Context: an optimization exercise on an open-source flow, tuned for small area, a short achievable clock period and few clock cycles per item. The choices shown serve that exercise and are no tape-out recipe. Function was checked by simulation only, so behaviour that the tests miss may differ from the original. Power and IR drop assume default switching activity.

===== flow/flow/run.sh =====
#!/bin/bash
# Own layout flow: the standard layout (standard.sh, with its synthesis unchanged) with two
# resizer settings changed:
#  - the ports are buffered with buf_4 instead of the buffer buffer_ports picks by itself
#  - timing repair may swap a cell for one with a different footprint (MATCH_CELL_FOOTPRINT=0)
# make's full output goes to flow_make.log; ORFS keeps each step's log under orfs/logs/.
set -euo pipefail
bash standard.sh finish MATCH_CELL_FOOTPRINT=0 \
   "BUFFER_PORTS_ARGS=-buffer_cell sky130_fd_sc_hd__buf_4" > flow_make.log 2>&1

===== flow/constraint.sdc =====
create_clock -name core_clock -period 5.5 [get_ports {clock}]
set_input_delay 1.1000 -clock core_clock [delete_from_list [all_inputs] [get_ports {clock}]]
set_output_delay 1.1000 -clock core_clock [all_outputs]
set_load 0.01 [all_outputs]

===== flow/standard.sh =====
#!/bin/bash
# synth_recipe.tcl (not shown) runs the flow's synth.tcl, then flattens the netlist and writes it again
# the make line also repeats each setting of config.mk as NAME=value (left out here)
make -C /OpenROAD-flow-scripts/flow DESIGN_CONFIG=/design/flow/config.mk WORK_HOME=/design/flow/orfs CLKGATE_MAP_FILE= SYNTH_SCRIPT=/design/flow/synth_recipe.tcl "${@:-finish}"

===== flow/config.mk =====
export PLATFORM = sky130hd
export DESIGN_NAME = sorted_list_insert_remove
export DESIGN_NICKNAME = sorted_list_insert_remove
export VERILOG_FILES = /design/flow/design.v
export SDC_FILE = /design/flow/constraint.sdc
export NUM_CORES = 4
export LEC_CHECK = 0
export CAP_MARGIN = 20
export CORE_MARGIN = 2
export CORE_UTILIZATION = 40
export SETUP_SLACK_MARGIN = 2.7
export SLEW_MARGIN = 20

===== flow/design.v =====
`timescale 1ns / 1ps
`default_nettype none
package sli_pkg;
   localparam int FUNC_W   = 2;
   localparam int ITEM_W   = 32;
   localparam int STATUS_W = 2;
   localparam int POS_W    = 5;
   localparam int CNT_W    = 6;
   typedef enum logic [FUNC_W-1:0] {
      FUNC_INSERT = 2'd0,
      FUNC_REMOVE = 2'd1,
      FUNC_CLEAR  = 2'd2
   } func_type;
   typedef enum logic [STATUS_W-1:0] {
      STATUS_DONE      = 2'd0,
      STATUS_FULL      = 2'd1,
      STATUS_NOT_FOUND = 2'd2
   } status_type;
endpackage
`default_nettype wire
`timescale 1ns / 1ps
`default_nettype none
module sli_enc #(
   parameter int WIDTH = 8
) (
   input  wire  [WIDTH-1:0]              hit,
   output logic [$clog2(WIDTH+1)-1:0]    count
);
   localparam int CW = $clog2(WIDTH + 1);
   if (WIDTH == 1) begin : g_leaf
      assign count = hit;
   end else begin : g_node
      localparam int LW = WIDTH / 2;
      localparam int RW = WIDTH - LW;
      logic [$clog2(LW+1)-1:0] lo;
      logic [$clog2(RW+1)-1:0] hi;
      sli_enc #(.WIDTH(LW)) u_lo (.hit(hit[LW-1:0]),     .count(lo));
      sli_enc #(.WIDTH(RW)) u_hi (.hit(hit[WIDTH-1:LW]), .count(hi));
      assign count = CW'(lo) + CW'(hi);
   end
endmodule
`default_nettype wire
`timescale 1ns / 1ps
`default_nettype none
module sli_cell #(
   parameter int VALUE_WIDTH = 32
) (
   input  wire                    clock,
   input  wire                    reset,
   input  wire  [VALUE_WIDTH-1:0] nxt_item,   
   input  wire                    load,       
   input  wire                    set,        
   input  wire                    kill,       
   output logic                   valid,
   output logic                   staged,
   output logic                   lt,
   output logic                   eq
);
   localparam int HW = VALUE_WIDTH / 2;
   logic [VALUE_WIDTH-1:0] value_ff;
   logic                   valid_ff;
   logic                   staged_ff;
   logic [1:0]             lt_ff;
   logic [1:0]             eq_ff;
   logic [1:0]             c_lt;
   logic [1:0]             c_eq;
   logic                   keep;
   assign valid  = valid_ff;
   assign staged = staged_ff;
   assign lt     = lt_ff[1] || (eq_ff[1] && lt_ff[0]);
   assign eq     = eq_ff[1] && eq_ff[0];
   assign c_lt[1] = $signed(value_ff[VALUE_WIDTH-1:HW]) < $signed(nxt_item[VALUE_WIDTH-1:HW]);
   assign c_eq[1] = (value_ff[VALUE_WIDTH-1:HW] == nxt_item[VALUE_WIDTH-1:HW]);
   assign c_lt[0] = (value_ff[HW-1:0] < nxt_item[HW-1:0]);
   assign c_eq[0] = (value_ff[HW-1:0] == nxt_item[HW-1:0]);
   assign keep    = !kill && (valid_ff || set);
   always_ff @(posedge clock) begin
      if (load) begin
         value_ff <= nxt_item;
      end
   end
   always_ff @(posedge clock) begin
      if (reset || kill) begin
         valid_ff <= 1'b0;
      end else if (set) begin
         valid_ff <= 1'b1;
      end
   end
   always_ff @(posedge clock) begin
      staged_ff <= load;
   end
   always_ff @(posedge clock) begin
      lt_ff[1] <= keep && c_lt[1];
      eq_ff[1] <= keep && c_eq[1];
      lt_ff[0] <= c_lt[0];
      eq_ff[0] <= c_eq[0];
   end
endmodule
`default_nettype wire
`timescale 1ns / 1ps
`default_nettype none
module sorted_list_insert_remove #(
   parameter int CAPACITY    = 32,
   parameter int VALUE_WIDTH = 32
) (
   input  wire                                clock,
   input  wire                                reset,
   input  wire                                req_valid,
   output logic                               req_ready,
   input  wire  [sli_pkg::FUNC_W-1:0]         req_func,
   input  wire  signed [sli_pkg::ITEM_W-1:0]  req_item_value,
   output logic                               rsp_valid,
   input  wire                                rsp_ready,
   output logic [sli_pkg::STATUS_W-1:0]       rsp_status,
   output logic [sli_pkg::POS_W-1:0]          rsp_position,
   output logic [sli_pkg::CNT_W-1:0]          rsp_comparisons,
   output logic [sli_pkg::CNT_W-1:0]          rsp_moves,
   output logic [sli_pkg::CNT_W-1:0]          rsp_entry_count,
   output logic                               rsp_is_empty,
   output logic                               rsp_is_full
);
   localparam int SLOTS  = CAPACITY + 1;                   
   localparam int NUM_W  = $clog2(CAPACITY + 1);           
   localparam int GROUPS = 8;
   localparam int GW     = CAPACITY / GROUPS;              
   localparam int GC_W   = $clog2(GW + 2);                 
   localparam int PC_W   = $clog2(2 * GW + 2);             
   localparam int QC_W   = $clog2(4 * GW + 2);             
   localparam int CTL_W  = sli_pkg::STATUS_W + 2 + NUM_W;  
   localparam int WORD_W = sli_pkg::STATUS_W + sli_pkg::POS_W + 3 * sli_pkg::CNT_W + 2;
   localparam int POST   = 6;                              
   localparam int QD     = 3;                              
   function automatic logic [SLOTS-1:0] prefix_or(input logic [SLOTS-1:0] x);
      logic [SLOTS-1:0] p;
      p = x;
      for (int d = 1; d < SLOTS; d = d * 2) begin
         for (int i = SLOTS - 1; i >= 0; i--) begin
            if ((i / d) % 2 == 1) begin
               p[i] = p[i] | p[(i / d) * d - 1];
            end
         end
      end
      prefix_or = {p[SLOTS-2:0], 1'b0};
   endfunction
   logic                        ready_ff;
   logic                        in_vld_ff;
   logic [sli_pkg::FUNC_W-1:0]  in_func_ff;
   logic [VALUE_WIDTH-1:0]      in_item_ff;
   logic [VALUE_WIDTH-1:0]      in_item_n_ff;
   logic [VALUE_WIDTH-1:0]      nxt_item [2];
   logic [SLOTS-1:0]            taken;
   logic [SLOTS-1:0]            load_sel;
   logic                        ex_vld_ff;
   logic [sli_pkg::FUNC_W-1:0]  ex_func_ff;
   logic                        adv;
   logic                        fire;
   logic                        full;
   logic                        f_ins;
   logic                        f_rem;
   logic                        f_clr;
   logic                        found;
   logic                        ins_ok;
   logic [SLOTS-1:0]            slot_valid;
   logic [SLOTS-1:0]            slot_staged;
   logic [SLOTS-1:0]            slot_lt;
   logic [SLOTS-1:0]            slot_eq;
   logic [SLOTS-1:0]            rem_sel;
   logic [NUM_W-1:0]            count_ff;
   logic [NUM_W-1:0]            count_in;
   logic [CTL_W-1:0]            ex_ctl;
   logic [GC_W-1:0]             g_cnt [GROUPS];
   logic                        r1_vld_ff, r2_vld_ff, r3_vld_ff;
   logic                        r1_hold, r2_hold, r3_hold;
   logic [CTL_W-1:0]            r1_ctl_ff, r2_ctl_ff, r3_ctl_ff;
   logic [GC_W-1:0]             r1_g_ff [GROUPS];
   logic [PC_W-1:0]             r2_p_ff [GROUPS/2];
   logic [QC_W-1:0]             r3_lo_ff, r3_hi_ff;
   logic [sli_pkg::STATUS_W-1:0] w_status;
   logic                        w_posen;
   logic                        w_ins;
   logic [NUM_W-1:0]            w_count;
   logic [NUM_W-1:0]            rank;
   logic [NUM_W-1:0]            shift;
   logic [NUM_W-1:0]            lo_n;
   logic [NUM_W-1:0]            hi_n;
   logic [sli_pkg::POS_W-1:0]   pos;
   logic [WORD_W-1:0]           word;
   logic [POST-1:0]             post_ff;       
   logic [POST-1:0]             post_in;
   logic                        take;
   logic                        push;
   logic                        q_full;
   logic [QD-1:0]               q_vld_ff;
   logic [WORD_W-1:0]           q_word_ff [QD];
   logic                        in_vld_in;
   logic                        ex_vld_in;
   logic                        space_in;
   assign full  = count_ff[NUM_W-1];
   assign fire  = ex_vld_ff;
   assign adv   = in_vld_ff && !post_ff[POST-1];
   assign f_ins = (ex_func_ff == sli_pkg::FUNC_INSERT);
   assign f_rem = (ex_func_ff == sli_pkg::FUNC_REMOVE);
   assign f_clr = (ex_func_ff == sli_pkg::FUNC_CLEAR);
   assign ins_ok = ex_vld_ff && f_ins && !full;
   assign take  = q_vld_ff[0] && rsp_ready;
   assign req_ready = ready_ff;
   assign post_in   = (adv && !take) ? {post_ff[POST-2:0], 1'b1} :
                      (take && !adv) ? {1'b0, post_ff[POST-1:1]} : post_ff;
   assign space_in  = !post_in[POST-1];
   assign in_vld_in = ready_ff ? req_valid : (in_vld_ff && !adv);
   assign ex_vld_in = adv;
   always_ff @(posedge clock) begin
      if (reset) begin
         ready_ff  <= 1'b1;
         in_vld_ff <= 1'b0;
         ex_vld_ff <= 1'b0;
         post_ff   <= '0;
      end else begin
         ready_ff  <= !in_vld_in || space_in;
         in_vld_ff <= in_vld_in;
         ex_vld_ff <= ex_vld_in;
         post_ff   <= post_in;
      end
   end
   always_ff @(posedge clock) begin
      if (ready_ff) begin
         in_func_ff   <= req_func;
         in_item_ff   <= VALUE_WIDTH'(req_item_value);
         in_item_n_ff <= ~req_item_value;
      end
      ex_func_ff <= in_func_ff;
   end
   assign nxt_item[0] = in_item_ff;
   assign nxt_item[1] = ~in_item_n_ff;
   assign taken    = slot_valid | (slot_staged & {SLOTS{ins_ok}});
   assign load_sel = ~taken & ~prefix_or(~taken);
   assign rem_sel  = slot_eq & ~prefix_or(slot_eq);
   assign found    = |slot_eq;
   for (genvar i = 0; i < SLOTS; i++) begin : g_slot
      sli_cell #(
         .VALUE_WIDTH(VALUE_WIDTH)
      ) u_cell (
         .clock    (clock),
         .reset    (reset),
         .nxt_item (nxt_item[(2 * i) / SLOTS]),
         .load     (load_sel[i]),
         .set      (ins_ok && slot_staged[i]),
         .kill     ((fire && f_clr) || (fire && f_rem && rem_sel[i])),
         .valid    (slot_valid[i]),
         .staged   (slot_staged[i]),
         .lt       (slot_lt[i]),
         .eq       (slot_eq[i])
      );
   end
   always_comb begin
      count_in = count_ff;
      if (fire && f_clr) begin
         count_in = '0;
      end else if (ins_ok) begin
         count_in = count_ff + NUM_W'(1);
      end else if (fire && f_rem && found) begin
         count_in = count_ff - NUM_W'(1);
      end
   end
   always_ff @(posedge clock) begin
      if (reset) begin
         count_ff <= '0;
      end else begin
         count_ff <= count_in;
      end
   end
   assign ex_ctl = {(f_ins && full)  ? sli_pkg::STATUS_FULL :
                    (f_rem && !found) ? sli_pkg::STATUS_NOT_FOUND : sli_pkg::STATUS_DONE,
                    f_ins ? !full : (f_rem && found),
                    f_ins && !full,
                    count_in};
   for (genvar g = 0; g < GROUPS; g++) begin : g_grp
      localparam int W = (g == GROUPS - 1) ? SLOTS - g * GW : GW;
      logic [$clog2(W+1)-1:0] cnt;
      sli_enc #(
         .WIDTH(W)
      ) u_cnt (
         .hit   (slot_lt[g*GW +: W]),
         .count (cnt)
      );
      assign g_cnt[g] = GC_W'(cnt);
   end
   assign q_full  = q_vld_ff[QD-1];
   assign r3_hold = r3_vld_ff && q_full && !rsp_ready;
   assign r2_hold = r2_vld_ff && r3_hold;
   assign r1_hold = r1_vld_ff && r2_hold;
   assign push    = r3_vld_ff && !r3_hold;
   always_ff @(posedge clock) begin
      if (reset) begin
         r1_vld_ff <= 1'b0;
         r2_vld_ff <= 1'b0;
         r3_vld_ff <= 1'b0;
      end else begin
         if (!r1_hold) r1_vld_ff <= fire;
         if (!r2_hold) r2_vld_ff <= r1_vld_ff;
         if (!r3_hold) r3_vld_ff <= r2_vld_ff;
      end
   end
   always_ff @(posedge clock) begin
      if (!r1_hold) begin
         for (int g = 0; g < GROUPS; g++) begin
            r1_g_ff[g] <= g_cnt[g];
         end
         r1_ctl_ff <= ex_ctl;
      end
      if (!r2_hold) begin
         for (int g = 0; g < GROUPS / 2; g++) begin
            r2_p_ff[g] <= PC_W'(r1_g_ff[2*g]) + PC_W'(r1_g_ff[2*g+1]);
         end
         r2_ctl_ff <= r1_ctl_ff;
      end
      if (!r3_hold) begin
         r3_lo_ff  <= QC_W'(r2_p_ff[0]) + QC_W'(r2_p_ff[1]);
         r3_hi_ff  <= QC_W'(r2_p_ff[2]) + QC_W'(r2_p_ff[3]);
         r3_ctl_ff <= r2_ctl_ff;
      end
   end
   assign {w_status, w_posen, w_ins, w_count} = r3_ctl_ff;
   assign rank  = NUM_W'(r3_lo_ff) + NUM_W'(r3_hi_ff);
   assign lo_n  = ~{{(NUM_W-QC_W){1'b0}}, r3_lo_ff};
   assign hi_n  = ~{{(NUM_W-QC_W){1'b0}}, r3_hi_ff};
   assign shift = w_count + lo_n + hi_n + NUM_W'(1);
   assign pos   = w_posen ? sli_pkg::POS_W'(rank) : '0;
   assign word  = {w_status,
                   pos,
                   w_ins ? sli_pkg::CNT_W'(rank) : sli_pkg::CNT_W'(0),
                   w_ins ? sli_pkg::CNT_W'(shift) : sli_pkg::CNT_W'(0),
                   sli_pkg::CNT_W'(w_count),
                   w_count == '0,
                   w_count == NUM_W'(CAPACITY)};
   always_ff @(posedge clock) begin
      if (reset) begin
         q_vld_ff <= '0;
      end else begin
         for (int k = 0; k < QD; k++) begin
            logic stay;
            logic here;
            stay = take ? ((k + 1 < QD) && q_vld_ff[(k + 1) % QD]) : q_vld_ff[k];
            here = (k == 0) || (take ? q_vld_ff[k] : q_vld_ff[(k + QD - 1) % QD]);
            q_vld_ff[k] <= stay || (push && here);
         end
      end
   end
   always_ff @(posedge clock) begin
      for (int k = 0; k < QD; k++) begin
         if (take) begin
            q_word_ff[k] <= ((k + 1 < QD) && q_vld_ff[(k + 1) % QD]) ? q_word_ff[(k + 1) % QD] : word;
         end else if (!q_vld_ff[k]) begin
            q_word_ff[k] <= word;
         end
      end
   end
   assign rsp_valid = q_vld_ff[0];
   assign {rsp_status, rsp_position, rsp_comparisons, rsp_moves,
           rsp_entry_count, rsp_is_empty, rsp_is_full} = q_word_ff[0];
endmodule
`default_nettype wire

==> results.yml, run 1 <==
clock_tree:
  postCtsHoldBufs: 0
  cts-root-buf: "clkbuf_16"
  cts_buffer_depth: 3
  cts_tree: "done"
  clkTransAtPathRegs_ps: 60
  cts_inserted_buffers: 156
  insertion_delay_ps: 800
  cts_num_sinks: 1504
  h-tree-depth: 4
sta:
  setup-tns-final_ps: 0
  rsz0062_at_grt: "true"
  timing.final.crit_share_pct: 56.76
  setup_viol: 0
  timing.final.crit_period_ps: 3122
  max-slew-margin-rel_pct: 25.84
  final-hold-violation-count: 0
  tightest_slew_ps: 1111
  drv_slew: 0
  clock.fmax_ghz: 0.3203
  finClkSkew_ps: 33.41
logic_synthesis:
  synth_compound_area_share_pct: 10.15
  yosysMostFrequentCell: "edfxtp_1"
  syn_inst: 5244
  synth_flop_cell: "edfxtp_1"
  syn_nets: 6409
  yosysTopAreaCell: "edfxtp_1"
  synth_top_family_by_area: "adder cells"
  syn_area_um2: 71490
  synth_adder_area_share_pct: 19.94
  ys_types: 76
  synth-seq-cells: 1504
  syn_area_per_cell_um2: 13.63
  synth_common_cells: "edfxtp_1 (1229), ha_1 (1106), a21oi_1 (326)"
  synthMuxAreaShare_pct: 0.3115
  synthArstFlopShare_pct: 0
  synth_top_area_share_pct: 51.62
  ys_seq_area_share_pct: 59.32
  synth_edf_count: 1229
  synth-simple-area-share_pct: 8.430
  synth_xor_area_share_pct: 0.1715
  netlist_top_cells_area: "edfxtp_1 (52%), ha_1 (19%), dfxtp_1 (7.7%), a21o_1 (2.4%), a21oi_1 (2.3%)"
  ys.warnings.count: 12
routing:
  drc: 0
  via_count: 46720
  m1WireLength_um: 85140
  drt-total-wl_um: 205500
  top_layer: "met4"
  drt-vias-per-instance: 5.625
  drt_iter0_drc: 3663
  dr_wl_met3_um: 11270
  wl_met2_um: 100600
  routedWlPerCell_um: 24.75
  dr.pass1.iters: 6
  drtAntennaViolNets: 0
min_path:
  min_path_type: "register to register"
worst_setup_path:
  end_kind: "register"
  crit_chain: "nor4b_4 -> buf_6 -> clkbuf_16 -> buf_12 -> a21oi_4 -> or4_4 -> or2_4 -> nor4b_4 -> buf_6 -> buf_6 -> buf_6"
  cpPeakStageDelay_ps: 550
  required_ps: 5990
  crit_fanout: 6
  cp_slowest_cell: "or4_4"
  critPathKind: "register to register"
  cpMostUsedCell: "buf_6"
  crit_family: "simple AND/OR/NAND/NOR gates"
  cp-start-kind: "register"
  critPathBufInv: 6
  critPathArrivalTime_ps: 3620
finish:
  syn2layout_area_growth_pct: 19.62
  final_util_pct: 48.03
  fin_cells: 8305
  n_fill_cell: 15350
  multiInputGateArea_um2: 28640
  drive_above_1_share_pct: 14.36
  fin_nets: 6983
  final-seq-area_um2: 42430
place:
  dp_hpwl_um: 122900
  place_inst: 7740
  gp_congestion: 0.8551
  io_buffers: 66
grt:
  grt_pass1_wl_um: 294900
  grt-ovfl-total: 0
  grt_pass1_vias: 46110
  grt_max_degree: 67
  grtUsageTotal_pct: 22.01
  antenna_found_initial: 8
floorplan:
  io_pins: 67
  die_w_um: 426.8
  start_util_pct: 40.16
  row_count: 155
  coreArea_um2: 178000
  die-area_um2: 182100
  die_h_um: 426.8
power:
  leakagePower_uw: 0.03452
  p_per_area_nw_per_um2: 288.8
  vdd_drop_max_mv: 0.3898
run_status:
  run_status: "complete, no violations"
job:
  cap_violations: 0
-- cell usage in the layout (no fill, tap or decap), drive strengths merged, types with 35 or more instances in the layout --
cell type  count
a21o         225
a211oi        80
a21oi        328
nor2b         62
o21a          96
nand3         92
nor3          73
clkbuf       276
nand2        222
buf          414
o22ai         38
or2           45
o211ai        81
nor2         218
nor4          58
dfxtp        275
inv          252
and3          35
o21ai        194
edfxtp      1229
clkinv        39
nand4        213
ha          1106
-- area by class of cell --
class                   instances  area share (%)
diodes                          1        0.002926
clock buffers                 232           5.324
clock inverters                57          0.6408
inverters                     265           1.242
multi-input cells            3433           33.49
flip-flops and latches       1504           49.61
well taps                    2355           3.446
repair buffers                458           6.240
-- state kept, by name, summed over array words and instances (netlist names), 5 cells and up --
register	count
r1_ctl_ff	10
count_ff	6
g_slot.u_cell.valid_ff	33
r1_g_ff	24
g_slot.u_cell.eq_ff	66
r2_p_ff	16
g_slot.u_cell.lt_ff	66
post_ff	6
in_item_ff	32
q_word_ff	81
g_slot.u_cell.staged_ff	33
r2_ctl_ff	10
r3_lo_ff	5
r3_hi_ff	5
g_slot.u_cell.value_ff	1056
r3_ctl_ff	10
in_item_n_ff	32
-- cell families after synthesis --
| logic type | count (synthesis) |
|---|---|
| simple gates | 1128 |
| fa+ha+maj | 1127 |
| mux | 20 |
| compound gates | 1136 |
| flops | 1504 |
| buf+inv | 315 |
| xor+xnor | 14 |
-- layer usage --
layer | vias up | track usage, %
li1 | 21660 | -
met1 | 23220 | 28.46
met2 | 1436 | 37.74
met3 | 397 | 2.952
met4 | 0 | 7.741
met5 | - | 0
-- per-stage QoR --
| stage | setup slack (ps) | area [um^2] | hold WS [ps] | total power (uW) |
|---|---|---|---|---|
| 3_3_place_gp | 1419 | 76020 | 407.4 | 14180 |
| 4_1_cts | 2390 | 84110 | 418.8 | 24830 |
| 2_1_floorplan | 1809 | 71780 | 323.2 | 13550 |
| 3_5_place_dp | 1337 | 76020 | 406.2 | 14220 |
| 6_report | 2378 | 85520 | 416.3 | 24700 |
| 5_1_grt | 2300 | 85510 | 421.8 | 25480 |
-- worst register-to-register path, stage by stage, from the launching register on --
cell	delay (ps)
dfxtp_4	350
nor4b_4	310
buf_6	180
clkbuf_16	180
buf_12	110
a21oi_4	50
or4_4	550
or2_4	310
nor4b_4	320
buf_6	240
buf_6	130
buf_6	110
-- path summary, 6_finish.rpt --
path	startpoint	cells past startpoint	end	slack, ps
max	ex_func_ff[1]$_DFF_P_	11	g_slot[24].u_cell.value_ff[18]$_DFFE_PP_	2380
min	r2_ctl_ff[6]$_DFFE_PN_	0	r3_ctl_ff[6]$_DFFE_PN_	420
max reg2reg	ex_func_ff[1]$_DFF_P_	11	g_slot[24].u_cell.value_ff[18]$_DFFE_PP_	2380
min reg2reg	r2_ctl_ff[6]$_DFFE_PN_	0	r3_ctl_ff[6]$_DFFE_PN_	420
-- where the power goes --
| group | switching, uW | total (uW) | leakage (uW) | internal [uW] |
|---|---|---|---|---|
| registers | 82.1 | 12500 | 0.0138 | 12400 |
| logic | 1030 | 1600 | 0.0183 | 569 |
| clock network | 4460 | 10600 | 0.00248 | 6160 |
-- repair_timing --
| action | in CTS | in global routing |
|---|---|---|
| gates resized for setup | 225 | 86 |
| hold endpoints to repair | 0 | 0 |
| setup endpoints to repair | 1126 | 995 |
| pin swaps | 34 | 32 |
| cloned | 50 | 21 |
| buffers inserted | 142 | 61 |
Testbench counts, summed over its fixed seeds: cycles 12,048, items 12,000.
==> run 2, diff against run 1 <==
--- a/flow/design.v
+++ b/flow/design.v
@@ -152,6 +152,7 @@
    logic [SLOTS-1:0]            load_sel;
    logic                        ex_vld_ff;
    logic [sli_pkg::FUNC_W-1:0]  ex_func_ff;
+   logic                        ex_ins_ff;
    logic                        adv;
    logic                        fire;
    logic                        full;
@@ -175,13 +176,15 @@
    logic [GC_W-1:0]             r1_g_ff [GROUPS];
    logic [PC_W-1:0]             r2_p_ff [GROUPS/2];
    logic [QC_W-1:0]             r3_lo_ff, r3_hi_ff;
+   logic [NUM_W-1:0]            r3_rest_ff;
    logic [sli_pkg::STATUS_W-1:0] w_status;
    logic                        w_posen;
    logic                        w_ins;
    logic [NUM_W-1:0]            w_count;
    logic [NUM_W-1:0]            rank;
    logic [NUM_W-1:0]            shift;
-   logic [NUM_W-1:0]            lo_n;
+   logic [NUM_W-1:0]            p0_n;
+   logic [NUM_W-1:0]            p1_n;
    logic [NUM_W-1:0]            hi_n;
    logic [sli_pkg::POS_W-1:0]   pos;
    logic [WORD_W-1:0]           word;
@@ -229,10 +232,11 @@
          in_item_n_ff <= ~req_item_value;
       end
       ex_func_ff <= in_func_ff;
+      ex_ins_ff  <= (in_func_ff == sli_pkg::FUNC_INSERT);
    end
    assign nxt_item[0] = in_item_ff;
    assign nxt_item[1] = ~in_item_n_ff;
-   assign taken    = slot_valid | (slot_staged & {SLOTS{ins_ok}});
+   assign taken    = slot_valid | (slot_staged & {SLOTS{ex_ins_ff}});
    assign load_sel = ~taken & ~prefix_or(~taken);
    assign rem_sel  = slot_eq & ~prefix_or(slot_eq);
    assign found    = |slot_eq;
@@ -316,15 +320,17 @@
       end
       if (!r3_hold) begin
          r3_lo_ff  <= QC_W'(r2_p_ff[0]) + QC_W'(r2_p_ff[1]);
+         r3_rest_ff <= r2_ctl_ff[NUM_W-1:0] + p0_n + p1_n + NUM_W'(1);
          r3_hi_ff  <= QC_W'(r2_p_ff[2]) + QC_W'(r2_p_ff[3]);
          r3_ctl_ff <= r2_ctl_ff;
       end
    end
+   assign p0_n  = ~{{(NUM_W-PC_W){1'b0}}, r2_p_ff[0]};
+   assign p1_n  = ~{{(NUM_W-PC_W){1'b0}}, r2_p_ff[1]};
    assign {w_status, w_posen, w_ins, w_count} = r3_ctl_ff;
    assign rank  = NUM_W'(r3_lo_ff) + NUM_W'(r3_hi_ff);
-   assign lo_n  = ~{{(NUM_W-QC_W){1'b0}}, r3_lo_ff};
    assign hi_n  = ~{{(NUM_W-QC_W){1'b0}}, r3_hi_ff};
-   assign shift = w_count + lo_n + hi_n + NUM_W'(1);
+   assign shift = r3_rest_ff + hi_n + NUM_W'(1);
    assign pos   = w_posen ? sli_pkg::POS_W'(rank) : '0;
    assign word  = {w_status,
                    pos,
--- a/flow/config.mk
+++ b/flow/config.mk
@@ -8,5 +8,5 @@
 export CAP_MARGIN = 20
 export CORE_MARGIN = 2
 export CORE_UTILIZATION = 40
-export SETUP_SLACK_MARGIN = 2.7
+export SETUP_SLACK_MARGIN = 3.2
 export SLEW_MARGIN = 20
==> run 2 against run 1 <==
Compared with the run above: sequential power hardly changed; first-iteration DRC count down 8.4%; combinational power is 22% higher; core utilization grew 0.63 points; sequential cell count is 7 higher; synthesized cell count up 2.2%; die area grew 1.4%; via count grew 1.4%; final area increased by 2.7%; critical endpoint is now g_slot[25].u_cell.value_ff[5]$_DFFE_PP_; sequential share of layout area decreased by 1.1 points; worst hold slack worse by 37 ps.
==> results.yml, run 2 <==
floorplan:
  start_util_pct: 40.17
  die_w_um: 429.8
  io_pins: 67
  row_count: 156
  die_h_um: 429.8
  coreArea_um2: 180500
  die-area_um2: 184700
grt:
  grt-ovfl-total: 0
  grt_max_degree: 45
  grt_pass1_vias: 47230
  antenna_found_initial: 3
  grt_pass1_wl_um: 298900
  grtUsageTotal_pct: 21.72
power:
  leakagePower_uw: 0.03535
  p_per_area_nw_per_um2: 289.1
  vdd_drop_max_mv: 0.3308
finish:
  largest_reg_flops: 1056
  regMostFlops: "g_slot.u_cell.value_ff"
  fin_nets: 7092
  top_regs: "g_slot.u_cell.value_ff: 1056 flops, q_word_ff: 81 flops"
  stdcell_area_um2: 87860
  final_common_cell: "edfxtp_1"
  final_util_pct: 48.66
  drive_above_1_share_pct: 17.71
  syn2layout_area_growth_pct: 21.14
  final_cell_mix: "edfxtp_1 (1235), ha_1 (1065), a21oi_1 (283)"
place:
  io_buffers: 66
  placed_area_um2: 77040
  dp_hpwl_um: 126600
  gp_congestion: 0.8715
worst_setup_path:
  r2r_slack_ps: 2760
  cp_slowest_cell: "dfxtp_4"
  critPathLaunch: "ex_ins_ff$_DFF_P_"
  cpMostUsedCell: "buf_6"
  end_kind: "register"
  critPathArrivalTime_ps: 3240
  critPathBufInv: 4
  required_ps: 5990
  critPathKind: "register to register"
  crit_fanout: 8
  cpPeakStageDelay_ps: 470
  crit_family: "simple AND/OR/NAND/NOR gates"
  worstReg2RegEnd: "g_slot[25].u_cell.value_ff[5]$_DFFE_PP_"
  cp-start-kind: "register"
  rr_startpoint: "ex_ins_ff$_DFF_P_"
  crit_chain: "a21oi_4 -> nor4_4 -> nand3_4 -> nor4b_4 -> buf_6 -> buf_4 -> nand2_4 -> a2111oi_4 -> buf_6 -> clkbuf_16"
  r2r_cells: 10
clock_tree:
  cts_inserted_buffers: 161
  cts-root-buf: "clkbuf_16"
  cts_num_sinks: 1511
  h-tree-depth: 4
  cts_tree: "done"
  clkTransAtPathRegs_ps: 60
  postCtsHoldBufs: 0
  cts_buffer_depth: 3
  insertion_delay_ps: 790
sta:
  fin_hold_ws_ps: 379.2
  timing.final.crit_period_ps: 2744
  finClkSkew_ps: 28.18
  final-hold-violation-count: 0
  drv_slew: 0
  timing.final.crit_share_pct: 49.89
  clock.fmax_ghz: 0.3644
  setup_viol: 0
  max-slew-margin-rel_pct: 26.81
  setup-tns-final_ps: 0
  tightest_slew_ps: 1097
  rsz0062_at_grt: "true"
logic_synthesis:
  syn_area_um2: 72520
  synth-seq-cells: 1511
  yosysMostFrequentCell: "edfxtp_1"
  synth_adder_area_share_pct: 19.75
  synth_flop_cell: "edfxtp_1"
  ys.warnings.count: 12
  synth_edf_count: 1235
  yosysTopAreaCell: "edfxtp_1"
  synthMuxAreaShare_pct: 0.4451
  synth-simple-area-share_pct: 8.328
  syn_nets: 6529
  synthArstFlopShare_pct: 0
  synth_compound_area_share_pct: 10.73
  synth_top_area_share_pct: 51.14
  ys_seq_area_share_pct: 58.76
  synth_top_family_by_area: "adder cells"
  synth_common_cells: "edfxtp_1 (1235), ha_1 (1111), a21oi_1 (320)"
  synth_xor_area_share_pct: 0.2053
  syn_inst: 5359
  netlist_top_cells_area: "edfxtp_1 (51%), ha_1 (19%), dfxtp_1 (7.6%), a21o_1 (2.7%), a21oi_1 (2.2%)"
  syn_area_per_cell_um2: 13.53
  ys_types: 77
routing:
  drc: 0
  drt-vias-per-instance: 5.615
  drt_iter0_drc: 3355
  drtAntennaViolNets: 0
  dr.pass1.iters: 6
  via_count: 47370
  drt-total-wl_um: 206100
  routedWlPerCell_um: 24.44
min_path:
  min_to: "ex_func_ff[0]$_DFF_P_"
  min_from: "in_func_ff[0]$_DFFE_PP_"
  min_path_type: "register to register"
  holdPathStages: 0
job:
  cap_violations: 0
run_status:
  run_status: "complete, no violations"
-- run 2: changes by cell type after synthesis, sizes merged, moves of 20 or more --
cell     delta
nor2b      +22
nand2      +26
a21o       +36
o21a       +49
nand3      -39
inv        +21
o211ai     -36
a211oi     -43
a2111oi    +20
a211o      +20
-- run 2: per-layer routing --
metal	global-route usage, %	vias up	part of all wire [%]
met5	0	-	0
met4	7.897	0	4.0
met3	2.730	389	5.2
met2	37.23	1310	49
met1	28.15	23690	42
li1	-	21980	-
-- run 2: area by class of cell --
cell class              instances  area (um^2)
repair buffers                445         5029
flip-flops and latches       1511        42650
well taps                    2370         2965
clock inverters                69        620.6
multi-input cells            3517        30800
clock buffers                 235         4653
fillers                     15430        92690
diodes                          3        7.507
inverters                     286         1130
-- run 2: worst max-delay path by stage --
stage	slack, ps	to	cells past startpoint
floorplan	2080	g_slot[29].u_cell.value_ff[0]$_DFFE_PP_	7
global placement	1860	g_slot[26].u_cell.value_ff[20]$_DFFE_PP_	7
detailed placement	1750	g_slot[26].u_cell.value_ff[20]$_DFFE_PP_	7
CTS	2720	g_slot[25].u_cell.value_ff[6]$_DFFE_PP_	9
global route	2700	g_slot[25].u_cell.value_ff[4]$_DFFE_PP_	10
finish	2760	g_slot[25].u_cell.value_ff[5]$_DFFE_PP_	10
-- run 2: metrics by stage --
step	worst slack, ps	total power, uW	std cells
CTS	2725	25460	8361
floorplan	2078	13780	5359
finish	2756	25400	8436
detailed placement	1755	14490	7865
global placement	1864	14430	7861
global route	2698	26230	8433
-- run 2: kinds of logic (layout without fill, tap and decap cells) --
logic type | count (synthesis) | after routing
xor+xnor | 17 | 17
compound gates | 1192 | 1192
simple gates | 1141 | 1147
flops | 1511 | 1511
fa+ha+maj | 1132 | 1132
mux | 29 | 29
other cells | 0 | 3
buf+inv | 337 | 1035
-- run 2: what timing repair did --
action / in CTS / in global routing
endpoints found under the setup margin: 1046 / 979
gates cloned: 21 / 7
buffers inserted: 171 / 64
pin swaps: 140 / 116
gates resized for setup: 391 / 270
-- run 2: power by group --
| part | switching [uW] | leakage, uW | internal [uW] |
|---|---|---|---|
| Combinational | 1180 | 0.0189 | 770 |
| Clock | 4570 | 0.00259 | 6270 |
| Sequential | 102 | 0.0138 | 12500 |
Testbench counts of run 2, summed over its fixed seeds: cycles 12,048, items 12,000.
==> run 3, diff against run 2 <==
--- a/flow/config.mk
+++ b/flow/config.mk
@@ -8,5 +8,5 @@
 export CAP_MARGIN = 20
 export CORE_MARGIN = 2
 export CORE_UTILIZATION = 40
-export SETUP_SLACK_MARGIN = 3.2
+export SETUP_SLACK_MARGIN = 2.9
 export SLEW_MARGIN = 20
==> run 3 against run 2 <==
Compared with the run above: clock power barely moved; area after synthesis did not move; combinational power fell by 8%; worst setup slack improved by 12 ps; synthesized cell count did not move; critical endpoint is now g_slot[20].u_cell.value_ff[9]$_DFFE_PP_; register-to-register slack barely moved; worst hold slack barely moved; sequential share of layout area rose by 1.2 points; clock skew fell by 1.6 ps; cell count fell by 0.91%; still clean on timing, DRC and antenna; first-iteration DRC count rose by 5.2%; die area did not move.
==> results.yml, run 3 <==
clock_tree:
  clkTransAtPathRegs_ps: 60
  cts_inserted_buffers: 162
  cts_tree: "done"
  h-tree-depth: 4
  cts_buffer_depth: 3
  insertion_delay_ps: 820
  cts-root-buf: "clkbuf_16"
  cts_num_sinks: 1511
finish:
  final-seq-area_um2: 42620
  syn2layout_area_growth_pct: 18.13
  final_cell_mix: "edfxtp_1 (1235), ha_1 (1095), a21oi_1 (299)"
  fin_nets: 7020
  top_regs: "g_slot.u_cell.value_ff: 1056 flops, q_word_ff: 81 flops"
  stdcell_area_um2: 85670
  drive_above_1_share_pct: 14.41
  largest_reg_flops: 1056
  final_common_cell: "edfxtp_1"
  n_fill_cell: 15590
  multiInputGateArea_um2: 29820
  regMostFlops: "g_slot.u_cell.value_ff"
worst_setup_path:
  crit_fanout: 33
  cp-start-kind: "register"
  critPathBufInv: 4
  critPathKind: "register to register"
  crit_family: "buffers and inverters"
  crit_chain: "a21oi_4 -> nor4_4 -> nand3_4 -> buf_12 -> buf_4 -> nor2_4 -> buf_4 -> nand2_4 -> a2111oi_4 -> buf_12"
  required_ps: 5980
  cp_slowest_cell: "dfxtp_4"
  cpPeakStageDelay_ps: 450
  critPathArrivalTime_ps: 3210
  end_kind: "register"
power:
  p_per_area_nw_per_um2: 295.6
  intPower_uw: 19530
  power_switching_uw: 5796
  seq_power_share_pct: 49.7
  vdd_drop_max_mv: 0.3025
  combPwrFrac_pct: 7.1
  p_clk_share_pct: 43.1
  leakagePower_uw: 0.03462
  switching_share_pct: 22.89
logic_synthesis:
  synth_top_area_share_pct: 51.14
  ys.warnings.count: 12
  synth_adder_area_share_pct: 19.75
  synth_xor_area_share_pct: 0.2053
  syn_area_um2: 72520
  ys_seq_area_share_pct: 58.76
  synth_flop_cell: "edfxtp_1"
  syn_inst: 5359
  ys_types: 77
  yosysTopAreaCell: "edfxtp_1"
  synth_compound_area_share_pct: 10.73
  synthArstFlopShare_pct: 0
  synth_top_family_by_area: "adder cells"
  synth_edf_count: 1235
  synth-simple-area-share_pct: 8.328
  netlist_top_cells_area: "edfxtp_1 (51%), ha_1 (19%), dfxtp_1 (7.6%), a21o_1 (2.7%), a21oi_1 (2.2%)"
  synth_common_cells: "edfxtp_1 (1235), ha_1 (1111), a21oi_1 (320)"
  syn_area_per_cell_um2: 13.53
  yosysMostFrequentCell: "edfxtp_1"
  synth-seq-cells: 1511
  synthMuxAreaShare_pct: 0.4451
  syn_nets: 6529
routing:
  drtAntennaViolNets: 0
  m1WireLength_um: 85880
  drt-total-wl_um: 202100
  routedWlPerCell_um: 24.18
  via_count: 46620
  drc: 0
  wl_met2_um: 98530
  drt-vias-per-instance: 5.577
  top_layer: "met4"
  drt_iter0_drc: 3530
  dr_wl_met3_um: 9348
  dr.pass1.iters: 5
sta:
  final-hold-violation-count: 0
  clock.fmax_ghz: 0.3661
  timing.final.crit_share_pct: 49.67
  setup_viol: 0
  max-slew-margin-rel_pct: 29.24
  drv_slew: 0
  setup-tns-final_ps: 0
  rsz0062_at_grt: "true"
  finClkSkew_ps: 26.58
  tightest_slew_ps: 1059
  timing.final.crit_period_ps: 2732
floorplan:
  start_util_pct: 40.17
  die_h_um: 429.8
  coreArea_um2: 180500
  die-area_um2: 184700
  io_pins: 67
  row_count: 156
  die_w_um: 429.8
run_status:
  run_status: "complete, no violations"
grt:
  grtUsageTotal_pct: 21.44
  grt_pass1_wl_um: 295200
  grt_pass1_vias: 46920
  grt_max_degree: 67
  grt-ovfl-total: 0
  antenna_found_initial: 3
place:
  io_buffers: 66
  placed_area_um2: 77010
  dp_hpwl_um: 126900
  gp_congestion: 0.8682
job:
  cap_violations: 0
min_path:
  min_path_type: "register to register"
## run 3: area by class of cell
type / instances / share of cell area, %
Clock inverter: 73 / 0.8690
Multi-Input combinational cell: 3516 / 34.81
Sequential cell: 1511 / 49.75
Inverter: 286 / 1.317
Antenna cell: 1 / 0.002921
Tap cell: 2370 / 3.461
Clock buffer: 229 / 5.310
Timing Repair Buffer: 373 / 4.478
## run 3: worst register-to-register path, delay by kind of cell, from the launching register on
family / cells / cell delay, ps
buf+inv: 4 / 750
compound gates: 2 / 480
simple gates: 4 / 710
flops: 1 / 450
## run 3: metrics by stage
step | utilization, % | hold slack (ps) | std cells | setup WS [ps] | total power [uW]
floorplan | - | 348.7 | 5359 | 2106 | 13780
global placement | 42.65 | 373.4 | 7864 | 1628 | 14430
detailed placement | 42.65 | 373.3 | 7864 | 1497 | 14480
CTS | 46.63 | 384.2 | 8278 | 2687 | 25460
global route | 47.45 | 402.1 | 8358 | 2693 | 26160
finish | 47.45 | 378.9 | 8359 | 2768 | 25330
## run 3: per-layer routing
metal	global-route usage, %	vias to the layer above
met5	0	-
met1	27.59	23260
met3	2.709	360
met4	8.370	0
li1	-	21820
met2	36.72	1184
## run 3: power groups by stage
stage	clock network, uW	registers (uW)	logic [uW]
after global placement	0	12900	1570
final	10900	12600	1800
after global routing	11600	12600	2000
after CTS	11100	12600	1760
after detailed placement	0	12900	1620
after floorplan	0	12900	906
## run 3: repair_timing
action | CTS | global route
cloned | 11 | 16
setup endpoints to repair | 1005 | 591
hold buffers | 0 | 0
resized for setup | 196 | 153
pin swaps | 46 | 41
setup buffers | 101 | 64
## run 3: final timing paths
path	endpoint	depth (start not counted)	slack [ps]	startpoint
hold reg to reg	ex_func_ff[0]$_DFF_P_	0	380	in_func_ff[0]$_DFFE_PP_
setup / recovery	g_slot[20].u_cell.value_ff[9]$_DFFE_PP_	10	2770	ex_ins_ff$_DFF_P_
setup reg to reg	g_slot[20].u_cell.value_ff[9]$_DFFE_PP_	10	2770	ex_ins_ff$_DFF_P_
hold / removal	ex_func_ff[0]$_DFF_P_	0	380	in_func_ff[0]$_DFFE_PP_
## run 3: cell families after synthesis
group,Yosys count
adders and majority gates,1132
DFF,1511
AOI/OAI and AO/OA,1192
buffers and inverters,337
xor gates and xnor gates,17
muxes,29
and+or+nand+nor,1141
==> run 4, diff against run 3 <==
--- a/flow/config.mk
+++ b/flow/config.mk
@@ -7,6 +7,6 @@
 export LEC_CHECK = 0
 export CAP_MARGIN = 20
 export CORE_MARGIN = 2
-export CORE_UTILIZATION = 40
-export SETUP_SLACK_MARGIN = 2.9
+export CORE_UTILIZATION = 55
+export SETUP_SLACK_MARGIN = 2.8
 export SLEW_MARGIN = 20
==> run 4 against run 3 <==
Compared with the run above: first-iteration DRC count down 3.0%; sequential power about the same; register-to-register slack improved by 70 ps; clock power rose by 6%; cell count down 7.8%; power is 2.1% higher.
==> results.yml, run 4 <==
floorplan:
  die-area_um2: 134800
  io_pins: 67
  coreArea_um2: 131100
  start_util_pct: 55.31
  die_h_um: 367.1
  row_count: 133
  die_w_um: 367.1
sta:
  max-slew-margin-rel_pct: 28.34
  timing.final.crit_share_pct: 48.42
  clock.fmax_ghz: 0.3755
  rsz0062_at_grt: "true"
  setup-tns-final_ps: 0
  tightest_slew_ps: 1065
  finClkSkew_ps: 17.64
  setup_viol: 0
  drv_slew: 0
  final-hold-violation-count: 0
  timing.final.crit_period_ps: 2663
logic_synthesis:
  ys_types: 77
  synth_top_area_share_pct: 51.14
  synth_flop_cell: "edfxtp_1"
  syn_inst: 5359
  synth-seq-cells: 1511
  ys.warnings.count: 12
  synth_common_cells: "edfxtp_1 (1235), ha_1 (1111), a21oi_1 (320)"
  synth_edf_count: 1235
  yosysTopAreaCell: "edfxtp_1"
  netlist_top_cells_area: "edfxtp_1 (51%), ha_1 (19%), dfxtp_1 (7.6%), a21o_1 (2.7%), a21oi_1 (2.2%)"
  syn_nets: 6529
  syn_area_um2: 72520
  syn_area_per_cell_um2: 13.53
  synthArstFlopShare_pct: 0
  ys_seq_area_share_pct: 58.76
  yosysMostFrequentCell: "edfxtp_1"
clock_tree:
  cts_inserted_buffers: 163
  insertion_delay_ps: 790
  h-tree-depth: 4
  cts_tree: "done"
  cts_buffer_depth: 3
  cts_num_sinks: 1511
  cts-root-buf: "clkbuf_16"
  clkTransAtPathRegs_ps: 60
routing:
  dr.pass1.iters: 5
  drt-total-wl_um: 192500
  drt_iter0_drc: 3423
  via_count: 45950
  routedWlPerCell_um: 24.96
  drt-vias-per-instance: 5.959
  drtAntennaViolNets: 0
  drc: 0
grt:
  met3_usage_pct: 3.402
  use_met1_pct: 37.11
  antenna_found_initial: 2
  busiest_layer: "met2"
  gr-usage-met2_pct: 48.64
  grtUsageTotal_pct: 28.43
  grt-ovfl-total: 0
  grt_max_degree: 45
  grt_pass1_wl_um: 283600
  grt_pass1_vias: 45410
finish:
  final_cell_mix: "edfxtp_1 (1235), ha_1 (1106), a21oi_1 (315)"
  n_fill_cell: 9891
  regMostFlops: "g_slot.u_cell.value_ff"
  drive_above_1_share_pct: 13.25
  top_regs: "g_slot.u_cell.value_ff: 1056 flops, q_word_ff: 81 flops"
  final_common_cell: "edfxtp_1"
  n_antenna_cell: 0
  largest_reg_flops: 1056
  syn2layout_area_growth_pct: 16.10
  final_util_pct: 64.21
  fin_nets: 6989
worst_setup_path:
  r2r_slack_ps: 2840
  end_kind: "register"
  crit_fanout: 7
  critPathKind: "register to register"
  required_ps: 6160
  cp-start-kind: "register"
  critPathArrivalTime_ps: 3330
min_path:
  min_path_type: "register to register"
place:
  gp_congestion: 0.8801
  io_buffers: 66
  dp_hpwl_um: 125700
power:
  vdd_drop_max_mv: 0.2995
  p_per_area_nw_per_um2: 307.1
  intPower_uw: 20190
  power_switching_uw: 5669
  switching_share_pct: 21.93
  seq_power_share_pct: 48.7
  leakagePower_uw: 0.03446
  p_clk_share_pct: 44.4
  combPwrFrac_pct: 6.8
run_status:
  run_status: "complete, no violations"
job:
  cap_violations: 0
==> run 4: cells by family (layout without fill, tap and decap cells) <==
logic type	after synthesis	in the layout	share of synthesized area, %
flops	1511	1511	58.76
compound gates	1192	1192	10.73
simple gates	1141	1142	8.328
fa+ha+maj	1132	1132	19.75
buf+inv	337	932	1.791
mux	29	29	0.4451
xor+xnor	17	17	0.2053
==> run 4: power by group through the flow <==
stage | clock network [uW] | registers (uW) | logic [uW]
2_1_floorplan | 0 | 12900 | 906
3_3_place_gp | 0 | 12900 | 1540
3_5_place_dp | 0 | 12900 | 1570
4_1_cts | 11700 | 12600 | 1720
5_1_grt | 12100 | 12600 | 1960
6_report | 11500 | 12600 | 1770
==> run 4: stage by stage <==
step / cells / worst slack (ps) / area [um^2] / hold slack, ps / power (uW)
6_report: 7710 / 2837 / 84190 / 379.9 / 25860
3_5_place_dp: 7246 / 1324 / 76220 / 355.6 / 14460
3_3_place_gp: 7246 / 1372 / 76220 / 365.6 / 14420
5_1_grt: 7710 / 2743 / 84190 / 406.4 / 26700
2_1_floorplan: 5359 / 2106 / 72810 / 348.7 / 13780
4_1_cts: 7668 / 2726 / 83370 / 378.9 / 26000
==> run 4: critical path: stages (launching register included) <==
cell and delay (ps):
edfxtp_1 420, clkinvlp_4 100, buf_4 190, buf_12 150, ha_1 190, a21o_1 160, a21o_1 200, a2111oi_4 300
nor3_2 100, nor4_2 360, mux2_2 380
==> run 4: path summary, 6_finish.rpt <==
kind / from / end / depth (start not counted)
worst min register to register: in_func_ff[1]$_DFFE_PP_ / ex_func_ff[1]$_DFF_P_ / 0
worst min-delay path: in_func_ff[1]$_DFFE_PP_ / ex_func_ff[1]$_DFF_P_ / 0
worst max register to register: in_item_ff[24]$_DFFE_PP_ / g_slot[1].u_cell.lt_ff[1]$_DFF_P_ / 10
worst max-delay path: in_item_ff[24]$_DFFE_PP_ / g_slot[1].u_cell.lt_ff[1]$_DFF_P_ / 10
==> run 4: cell type report <==
type	count	area, um^2	area share [%]
clock buffers	219	4697	5.579
inverters	286	1145	1.360
flip-flops and latches	1511	42620	50.62
clock inverters	82	964.7	1.146
multi-input cells	3512	29340	34.84
well taps	1755	2196	2.608
repair buffers	345	3238	3.846
==> run 4: metal layers <==
layer / vias up / share of wire [%]
met5: - / 0
met4: 0 / 3.9
met3: 350 / 4.2
met2: 1066 / 49
met1: 22790 / 43
li1: 21750 / -
==> run 4: repair_timing <==
action / in CTS / in global routing
setup buffers: 116 / 36
resized for setup: 86 / 91
setup endpoints to repair: 1027 / 540
gates cloned: 5 / 5
hold endpoints to repair: 0 / 0
pin swaps: 9 / 23
hold buffers: 0 / 0
==> run 5, diff against run 4 <==
--- a/flow/config.mk
+++ b/flow/config.mk
@@ -8,5 +8,7 @@
 export CAP_MARGIN = 20
 export CORE_MARGIN = 2
 export CORE_UTILIZATION = 55
+export CTS_CLUSTER_DIAMETER = 150
+export CTS_CLUSTER_SIZE = 25
 export SETUP_SLACK_MARGIN = 2.8
 export SLEW_MARGIN = 20
==> run 5 against run 4 <==
Compared with the run above: still clean; sequential cell count unchanged; cell count down 2.3%; global-route usage down 0.52 points; area after synthesis unchanged; first-iteration DRC count up 2.1%; core utilization down 2.8 points; fmax down 1.3%; die area unchanged; synthesized cell count unchanged; sequential share of layout area up 2.3 points; sequential power about the same; worst setup slack worse by 36 ps.
==> results.yml, run 5 <==
finish:
  drive_above_1_share_pct: 10.49
  regMostFlops: "g_slot.u_cell.value_ff"
  final_cell_mix: "edfxtp_1 (1235), ha_1 (1107), a21oi_1 (314)"
  syn2layout_area_growth_pct: 11.01
  final_util_pct: 61.39
  final_common_cell: "edfxtp_1"
  n_fill_cell: 10270
  n_antenna_cell: 0
  top_regs: "g_slot.u_cell.value_ff: 1056 flops, q_word_ff: 81 flops"
  largest_reg_flops: 1056
  fin_nets: 6889
power:
  p_clk_share_pct: 30.1
  power_switching_uw: 4801
  finalPower_uw: 20520
  intPower_uw: 15710
  seq_power_share_pct: 61.3
  switching_share_pct: 23.40
  combPwrFrac_pct: 8.6
  vdd_drop_max_mv: 0.2338
  leakagePower_uw: 0.03261
  p_per_area_nw_per_um2: 254.8
logic_synthesis:
  ys_seq_area_share_pct: 58.76
  synth-seq-cells: 1511
  synthMuxAreaShare_pct: 0.4451
  synth_compound_area_share_pct: 10.73
  netlist_top_cells_area: "edfxtp_1 (51%), ha_1 (19%), dfxtp_1 (7.6%), a21o_1 (2.7%), a21oi_1 (2.2%)"
  yosysTopAreaCell: "edfxtp_1"
  syn_inst: 5359
  synth_xor_area_share_pct: 0.2053
  yosysMostFrequentCell: "edfxtp_1"
  synth-simple-area-share_pct: 8.328
  synth_common_cells: "edfxtp_1 (1235), ha_1 (1111), a21oi_1 (320)"
  synth_top_family_by_area: "adder cells"
  synthArstFlopShare_pct: 0
  syn_nets: 6529
  synth_edf_count: 1235
  syn_area_per_cell_um2: 13.53
  ys_types: 77
  syn_area_um2: 72520
  synth_adder_area_share_pct: 19.75
  synth_flop_cell: "edfxtp_1"
  ys.warnings.count: 12
  synth_top_area_share_pct: 51.14
clock_tree:
  cts_num_sinks: 1511
  cts_tree: "done"
  cts_buffer_depth: 3
  h-tree-depth: 3
  clkTransAtPathRegs_ps: 110
  cts-root-buf: "clkbuf_16"
  insertion_delay_ps: 710
  cts_inserted_buffers: 70
  postCtsHoldBufs: 0
routing:
  drt-vias-per-instance: 6.006
  drtAntennaViolNets: 0
  drt_iter0_drc: 3494
  routedWlPerCell_um: 25.25
  drc: 0
  dr.pass1.iters: 7
  via_count: 45240
  drt-total-wl_um: 190200
grt:
  grtUsageTotal_pct: 27.91
  grt_max_degree: 45
  grt_pass1_wl_um: 279600
  grt_pass1_vias: 44390
  antenna_found_initial: 1
  grt-ovfl-total: 0
worst_setup_path:
  critPathLaunch: "in_item_ff[25]$_DFFE_PP_"
  critPathKind: "register to register"
  critPathArrivalTime_ps: 3300
  required_ps: 6100
  cp-start-kind: "register"
  end_kind: "register"
  rr_startpoint: "in_item_ff[25]$_DFFE_PP_"
  crit_fanout: 6
floorplan:
  die_w_um: 367.1
  die-area_um2: 134800
  coreArea_um2: 131100
  row_count: 133
  die_h_um: 367.1
  start_util_pct: 55.31
  io_pins: 67
min_path:
  min_path_type: "register to register"
  min_from: "in_func_ff[1]$_DFFE_PP_"
run_status:
  run_status: "complete, no violations"
sta:
  setup_viol: 0
  timing.final.crit_period_ps: 2699
  drv_slew: 0
  fin_hold_ws_ps: 370.6
  rsz0062_at_grt: "true"
  tightest_slew_ps: 1045
  final-hold-violation-count: 0
  clock.fmax_ghz: 0.3704
  setup_slack_ps: 2801
  timing.final.crit_share_pct: 49.08
  setup-tns-final_ps: 0
  max-slew-margin-rel_pct: 30.25
  finClkSkew_ps: 30.35
job:
  cap_violations: 0
place:
  gp_congestion: 0.8801
  dpl_worst_slack_ps: 1324
  io_buffers: 66
  dp_hpwl_um: 125700
-- run 5: cell count changes in the layout (fill, tap and decap cells not counted), sizes merged --
cell / delta
clkbuf: -94
clkinv: -55
bufinv: -22
buf: -7
clkinvlp: -4
inv: +4
-- run 5: path summary, 6_finish.rpt --
kind	end	slack (ps)	depth (start not counted)
worst max-delay path	g_slot[5].u_cell.lt_ff[1]$_DFF_P_	2800	9
worst min-delay path	ex_func_ff[1]$_DFF_P_	370	0
worst max register to register	g_slot[5].u_cell.lt_ff[1]$_DFF_P_	2800	9
worst min register to register	ex_func_ff[1]$_DFF_P_	370	0
-- run 5: per-layer routing --
layer  global-route usage [%]  share of wire (%)  routed length (um)  up-vias
met5                        0                  0                   0        -
met3                    2.441                4.2                7920      261
met1                    36.84                 43               81810    22530
met4                    9.135                3.3                6183        0
met2                    48.67                 50               94270     1008
li1                         -                  -                   -    21440
-- run 5: layout make-up --
cell class / count / area, um^2 / share of cell area [%]
sequential: 1511 / 42620 / 52.94
timing repair buffer: 338 / 3143 / 3.904
clock buffer: 125 / 2022 / 2.512
multi-input combinational: 3512 / 29330 / 36.43
inverter: 286 / 1145 / 1.422
tap: 1755 / 2196 / 2.728
clock inverter: 5 / 51.30 / 0.06372
-- run 5: what timing repair did --
action                                  4_1_cts  5_1_grt
pin swaps                                    15       20
buffers inserted                            108       38
gates cloned                                  4        5
endpoints found under the setup margin     1039      506
resized for setup                            88       76
-- run 5: power groups by stage --
| stage | registers (uW) | clock network [uW] | logic, uW |
|---|---|---|---|
| after floorplan | 12900 | 0 | 906 |
| after global placement | 12900 | 0 | 1540 |
| after detailed placement | 12900 | 0 | 1570 |
| after CTS | 12600 | 6310 | 1710 |
| after global routing | 12600 | 6680 | 1960 |
| final | 12600 | 6170 | 1760 |
-- run 5: worst max-delay path, cell delays in order, from the launching register on --
cell	delay [ps]
edfxtp_1	450
clkinvlp_4	160
buf_6	170
ha_1	320
a21o_1	160
a21o_1	200
a2111oi_4	350
nor3_1	110
nor4_1	320
mux2_2	370
-- run 5: cells by family after synthesis --
| family | Yosys count |
|---|---|
| AO/OA/AOI/OAI | 1192 |
| XOR/XNOR | 17 |
| adder cells (fa/ha/maj) | 1132 |
| buffers and inverters | 337 |
| flip-flops | 1511 |
| multiplexers | 29 |
| AND/OR/NAND/NOR | 1141 |
-- run 5: through the flow --
stage               instance area (um^2)  cells
detailed placement                 76220   7246
global route                       80500   7532
finish                             80500   7532
CTS                                79720   7488
global placement                   76220   7246
floorplan                          72810   5359
==> run 6, diff against run 5 <==
--- a/flow/config.mk
+++ b/flow/config.mk
@@ -7,7 +7,7 @@
 export LEC_CHECK = 0
 export CAP_MARGIN = 20
 export CORE_MARGIN = 2
-export CORE_UTILIZATION = 55
+export CORE_UTILIZATION = 40
 export CTS_CLUSTER_DIAMETER = 150
 export CTS_CLUSTER_SIZE = 25
 export SETUP_SLACK_MARGIN = 2.8
==> run 6 against run 5 <==
Compared with the run above: core utilization decreased by 16 points; global-route usage shrank 7.0 points; first-iteration DRC count is 4.4% higher; clock skew increased by 7.4 ps; final area rose by 2.3%; critical path type unchanged; largest power group unchanged.
==> results.yml, run 6 <==
finish:
  final_cell_mix: "edfxtp_1 (1235), ha_1 (1103), a21oi_1 (308)"
  stdcell_area_um2: 82360
  regMostFlops: "g_slot.u_cell.value_ff"
  n_fill_cell: 15910
  largest_reg_flops: 1056
  top_regs: "g_slot.u_cell.value_ff: 1056 flops, q_word_ff: 81 flops"
  final_common_cell: "edfxtp_1"
  fin_nets: 6941
  drive_above_1_share_pct: 11.60
  syn2layout_area_growth_pct: 13.57
logic_synthesis:
  synth_adder_area_share_pct: 19.75
  synth_common_cells: "edfxtp_1 (1235), ha_1 (1111), a21oi_1 (320)"
  synth-simple-area-share_pct: 8.328
  synth_flop_cell: "edfxtp_1"
  synth_top_family_by_area: "adder cells"
  yosysTopAreaCell: "edfxtp_1"
  synthMuxAreaShare_pct: 0.4451
  synthArstFlopShare_pct: 0
  synth_compound_area_share_pct: 10.73
  ys_seq_area_share_pct: 58.76
  syn_nets: 6529
  ys.warnings.count: 12
  syn_area_um2: 72520
  yosysMostFrequentCell: "edfxtp_1"
  synth_xor_area_share_pct: 0.2053
  netlist_top_cells_area: "edfxtp_1 (51%), ha_1 (19%), dfxtp_1 (7.6%), a21o_1 (2.7%), a21oi_1 (2.2%)"
  synth_top_area_share_pct: 51.14
  syn_area_per_cell_um2: 13.53
  syn_inst: 5359
  ys_types: 77
  synth-seq-cells: 1511
  synth_edf_count: 1235
sta:
  clock.fmax_ghz: 0.3510
  timing.final.crit_share_pct: 51.80
  max-slew-margin-rel_pct: 25.61
  finClkSkew_ps: 37.77
  setup_viol: 0
  rsz0062_at_grt: "true"
  setup_slack_ps: 2651
  final-hold-violation-count: 0
  setup-tns-final_ps: 0
  timing.final.crit_period_ps: 2849
  tightest_slew_ps: 1115
  drv_slew: 0
min_path:
  min_from: "in_func_ff[0]$_DFFE_PP_"
  min_path_type: "register to register"
worst_setup_path:
  critPathKind: "register to register"
  critPathLaunch: "ex_ins_ff$_DFF_P_"
  required_ps: 5930
  critPathBufInv: 7
  crit_family: "buffers and inverters"
  cp-start-kind: "register"
  cpMostUsedCell: "buf_6"
  critPathArrivalTime_ps: 3280
  cpPeakStageDelay_ps: 420
  cp_slowest_cell: "a2111oi_4"
  rr_startpoint: "ex_ins_ff$_DFF_P_"
  crit_chain: "buf_12 -> buf_6 -> buf_6 -> a21oi_4 -> nor3_4 -> nand3_4 -> buf_6 -> nor3_4 -> nand4_1 -> buf_6 -> a2111oi_4 -> buf_4 -> clkbuf_16"
  end_kind: "register"
  crit_fanout: 6
power:
  p_per_area_nw_per_um2: 250.0
  intPower_uw: 15720
  combPwrFrac_pct: 8.7
  leakagePower_uw: 0.03309
  seq_power_share_pct: 61.1
  vdd_drop_max_mv: 0.2278
  power_switching_uw: 4876
  p_clk_share_pct: 30.2
  switching_share_pct: 23.68
job:
  cap_violations: 0
clock_tree:
  postCtsHoldBufs: 0
  cts_num_sinks: 1511
  h-tree-depth: 3
  clkTransAtPathRegs_ps: 110
  cts_buffer_depth: 3
  cts-root-buf: "clkbuf_16"
  insertion_delay_ps: 720
  cts_inserted_buffers: 70
  cts_tree: "done"
grt:
  grt_pass1_wl_um: 288800
  antenna_found_initial: 4
  grt_pass1_vias: 45460
  grt_max_degree: 45
  grt-ovfl-total: 0
  grtUsageTotal_pct: 20.87
floorplan:
  row_count: 156
  start_util_pct: 40.17
  coreArea_um2: 180500
  io_pins: 67
  die-area_um2: 184700
  die_h_um: 429.8
  die_w_um: 429.8
run_status:
  run_status: "complete, no violations"
place:
  io_buffers: 66
  gp_congestion: 0.8607
  placed_area_um2: 76970
  dp_hpwl_um: 127000
  dpl_worst_slack_ps: 1577
routing:
  drt-total-wl_um: 201300
  drt_iter0_drc: 3647
  drc: 0
  via_count: 46250
  drtAntennaViolNets: 0
  routedWlPerCell_um: 24.54
  drt-vias-per-instance: 5.639
  dr.pass1.iters: 7
==> run 6: cells by family after synthesis <==
group / after synthesis
simple gates: 1141
compound gates: 1192
mux: 29
buf+inv: 337
xor+xnor: 17
flops: 1511
fa+ha+maj: 1132
==> run 6: power by group through the flow <==
stage	Clock, uW	Combinational, uW	Sequential (uW)
6_report	6230	1790	12600
5_1_grt	6730	1980	12600
4_1_cts	6360	1730	12600
3_5_place_dp	0	1610	12900
3_3_place_gp	0	1570	12900
2_1_floorplan	0	906	12900
==> run 6: through the flow <==
step	cells	util (%)	total power [uW]	hold slack, ps
after floorplan	5359	-	13780	348.7
after global placement	7857	42.62	14430	384.9
after detailed placement	7858	42.63	14480	381.7
after CTS	8099	44.58	20670	407.6
after global routing	8199	45.61	21300	416.6
final	8203	45.62	20590	395.6
==> run 6: area by class of cell <==
type                    count  area (um^2)  area share, %
diodes                      4        10.01        0.01215
multi-input cells        3516        29540          35.87
repair buffers            386         3996          4.852
flip-flops and latches   1511        42620          51.75
clock buffers             125         2022          2.455
clock inverters             5        51.30        0.06229
inverters                 286         1154          1.401
well taps                2370         2965          3.600
==> run 6: layer usage <==
metal / share of wire (%) / GRT usage (%) / vias to the layer above
li1: - / - / 21560
met1: 43 / 27.21 / 23260
met2: 49 / 36.03 / 1127
met3: 4.3 / 2.473 / 312
met4: 4.0 / 6.881 / 0
met5: 0 / 0 / -
==> run 6: worst reg2reg max path, delay by kind of cell, from the launching register on <==
family | cells | cell delay [ps]
AO/OA/AOI/OAI | 2 | 490
flip-flops | 1 | 380
buffers and inverters | 7 | 1060
AND/OR/NAND/NOR | 4 | 620
==> run 6: worst paths after layout <==
path | endpoint | slack, ps | cells past startpoint
setup / recovery | g_slot[29].u_cell.value_ff[23]$_DFFE_PP_ | 2650 | 13
hold / removal | ex_func_ff[0]$_DFF_P_ | 400 | 0
setup reg to reg | g_slot[29].u_cell.value_ff[23]$_DFFE_PP_ | 2650 | 13
hold reg to reg | ex_func_ff[0]$_DFF_P_ | 400 | 0
==> run 6: repair_timing <==
action	CTS	global route
setup buffers	103	67
endpoints found under the setup margin	961	606
pin swaps	15	53
resized for setup	96	167
gates cloned	8	32
==> run 7, diff against run 6 <==
--- a/flow/config.mk
+++ b/flow/config.mk
@@ -7,7 +7,7 @@
 export LEC_CHECK = 0
 export CAP_MARGIN = 20
 export CORE_MARGIN = 2
-export CORE_UTILIZATION = 40
+export CORE_UTILIZATION = 60
 export CTS_CLUSTER_DIAMETER = 150
 export CTS_CLUSTER_SIZE = 25
 export SETUP_SLACK_MARGIN = 2.8
==> run 7 against run 6 <==
Compared with the run above: area after synthesis is the same; power decreased by 0.47%; cell count down 10%; critical path depth fell by 8; still clean on timing, DRC and antenna; synthesized cell count did not move; largest cell class unchanged; clock power down 1%; largest power group unchanged; clock skew fell by 7.8 ps; wire length decreased by 7.2%; worst setup slack better by 120 ps; combinational power barely moved; register-to-register slack improved by 120 ps.
==> results.yml, run 7 <==
sta:
  tightest_slew_ps: 1100
  timing.final.crit_period_ps: 2733
  setup-tns-final_ps: 0
  drv_slew: 0
  final-hold-violation-count: 0
  max-slew-margin-rel_pct: 26.50
  setup_viol: 0
  timing.final.crit_share_pct: 49.70
routing:
  drt-total-wl_um: 186900
  via_count: 45640
  drc: 0
  drt_iter0_drc: 3477
  drt-vias-per-instance: 6.183
  drtAntennaViolNets: 0
  routedWlPerCell_um: 25.32
  dr.pass1.iters: 7
grt:
  met3_usage_pct: 2.574
  antenna_found_initial: 0
  grt_pass1_vias: 44540
  busiest_layer: "met2"
  grt-ovfl-total: 0
  gr-usage-met2_pct: 51.80
place:
  dp_hpwl_um: 121700
  io_buffers: 66
  gp_congestion: 0.8842
power:
  leakagePower_uw: 0.03257
  vdd_drop_max_mv: 0.2374
  p_per_area_nw_per_um2: 255.0
logic_synthesis:
  synth-seq-cells: 1511
  yosysTopAreaCell: "edfxtp_1"
  syn_inst: 5359
  ys_types: 77
  yosysMostFrequentCell: "edfxtp_1"
  synth_top_area_share_pct: 51.14
  ys_seq_area_share_pct: 58.76
  syn_area_per_cell_um2: 13.53
  syn_area_um2: 72520
  syn_nets: 6529
  synth_common_cells: "edfxtp_1 (1235), ha_1 (1111), a21oi_1 (320)"
  synthArstFlopShare_pct: 0
  netlist_top_cells_area: "edfxtp_1 (51%), ha_1 (19%), dfxtp_1 (7.6%), a21o_1 (2.7%), a21oi_1 (2.2%)"
  synth_flop_cell: "edfxtp_1"
  synth_edf_count: 1235
  ys.warnings.count: 12
worst_setup_path:
  cp-start-kind: "register"
  crit_fanout: 10
  cp_slowest_cell: "nor4_1"
  end_kind: "register"
  crit_family: "simple AND/OR/NAND/NOR gates"
  critPathBufInv: 1
  required_ps: 6010
  crit_chain: "buf_4 -> ha_1 -> nand4_1 -> or2_2 -> nor4_1"
  cpPeakStageDelay_ps: 850
clock_tree:
  cts_buffer_depth: 3
  cts_num_sinks: 1511
  postCtsHoldBufs: 0
  clkTransAtPathRegs_ps: 100
  h-tree-depth: 3
  insertion_delay_ps: 700
  cts-root-buf: "clkbuf_16"
  cts_tree: "done"
floorplan:
  io_pins: 67
  die_w_um: 351.7
  die_h_um: 351.7
  start_util_pct: 60.45
  row_count: 127
finish:
  final_common_cell: "edfxtp_1"
  fin_nets: 6879
  syn2layout_area_growth_pct: 10.84
  final_cell_mix: "edfxtp_1 (1235), ha_1 (1109), a21oi_1 (316)"
run_status:
  run_status: "complete, no violations"
[run 7: cell families after synthesis]
family | after synthesis | share of synthesized area [%]
DFF | 1511 | 58.76
AOI/OAI and AO/OA | 1192 | 10.73
muxes | 29 | 0.4451
buffers and inverters | 337 | 1.791
xor gates and xnor gates | 17 | 0.2053
adders and majority gates | 1132 | 19.75
and+or+nand+nor | 1141 | 8.328
[run 7: timing repair]
action,in CTS,in global routing
gates resized for setup,90,84
setup buffers,116,27
setup endpoints to repair,996,351
pin swaps,11,29
gates cloned,5,3
[run 7: power breakdown]
group / switching [uW] / total (uW) / internal (uW)
combinational: 1090 / 1760 / 674
clock: 3570 / 6140 / 2580
sequential: 104 / 12600 / 12500
[run 7: cell type report]
class | count | area, um^2
Multi-Input combinational cell | 3512 | 29400
Tap cell | 1612 | 2017
Timing Repair Buffer | 327 | 3059
Timing Repair inverter | 1 | 7.507
Antenna cell | 4 | 10.01
Fill cell | 8658 | 39590
Clock inverter | 4 | 50.05
Inverter | 286 | 1175
Clock buffer | 125 | 2043
Sequential cell | 1511 | 42620
[run 7: per-stage QoR]
stage / setup slack, ps / hold WS (ps) / cell area, um^2 / util, % / total power [uW]
final: 2767 / 377.4 / 80380 / 67.00 / 20500
after global routing: 2737 / 417.6 / 80370 / 66.99 / 21180
after CTS: 2670 / 381.6 / 79600 / 66.35 / 20570
after detailed placement: 1530 / 360.3 / 76010 / 63.36 / 14450
after global placement: 1589 / 353.9 / 75970 / 63.32 / 14400
after floorplan: 2106 / 348.7 / 72810 / - / 13780
[run 7: worst paths after layout]
kind                                    from  slack [ps]                            endpoint  depth (start not counted)
setup / recovery  in_item_n_ff[11]$_DFFE_PP_        2770  g_slot[22].u_cell.eq_ff[0]$_DFF_P_                          5
hold / removal       in_func_ff[0]$_DFFE_PP_         380               ex_func_ff[0]$_DFF_P_                          0
setup reg to reg  in_item_n_ff[11]$_DFFE_PP_        2770  g_slot[22].u_cell.eq_ff[0]$_DFF_P_                          5
hold reg to reg      in_func_ff[0]$_DFFE_PP_         380               ex_func_ff[0]$_DFF_P_                          0
[run 7: per-layer routing]
layer	part of all wire (%)	wire length, um	vias up
met5	0	0	-
met4	4.6	8508	0
met3	4.5	8359	333
met2	49	91590	1259
met1	42	78460	22620
li1	-	-	21430
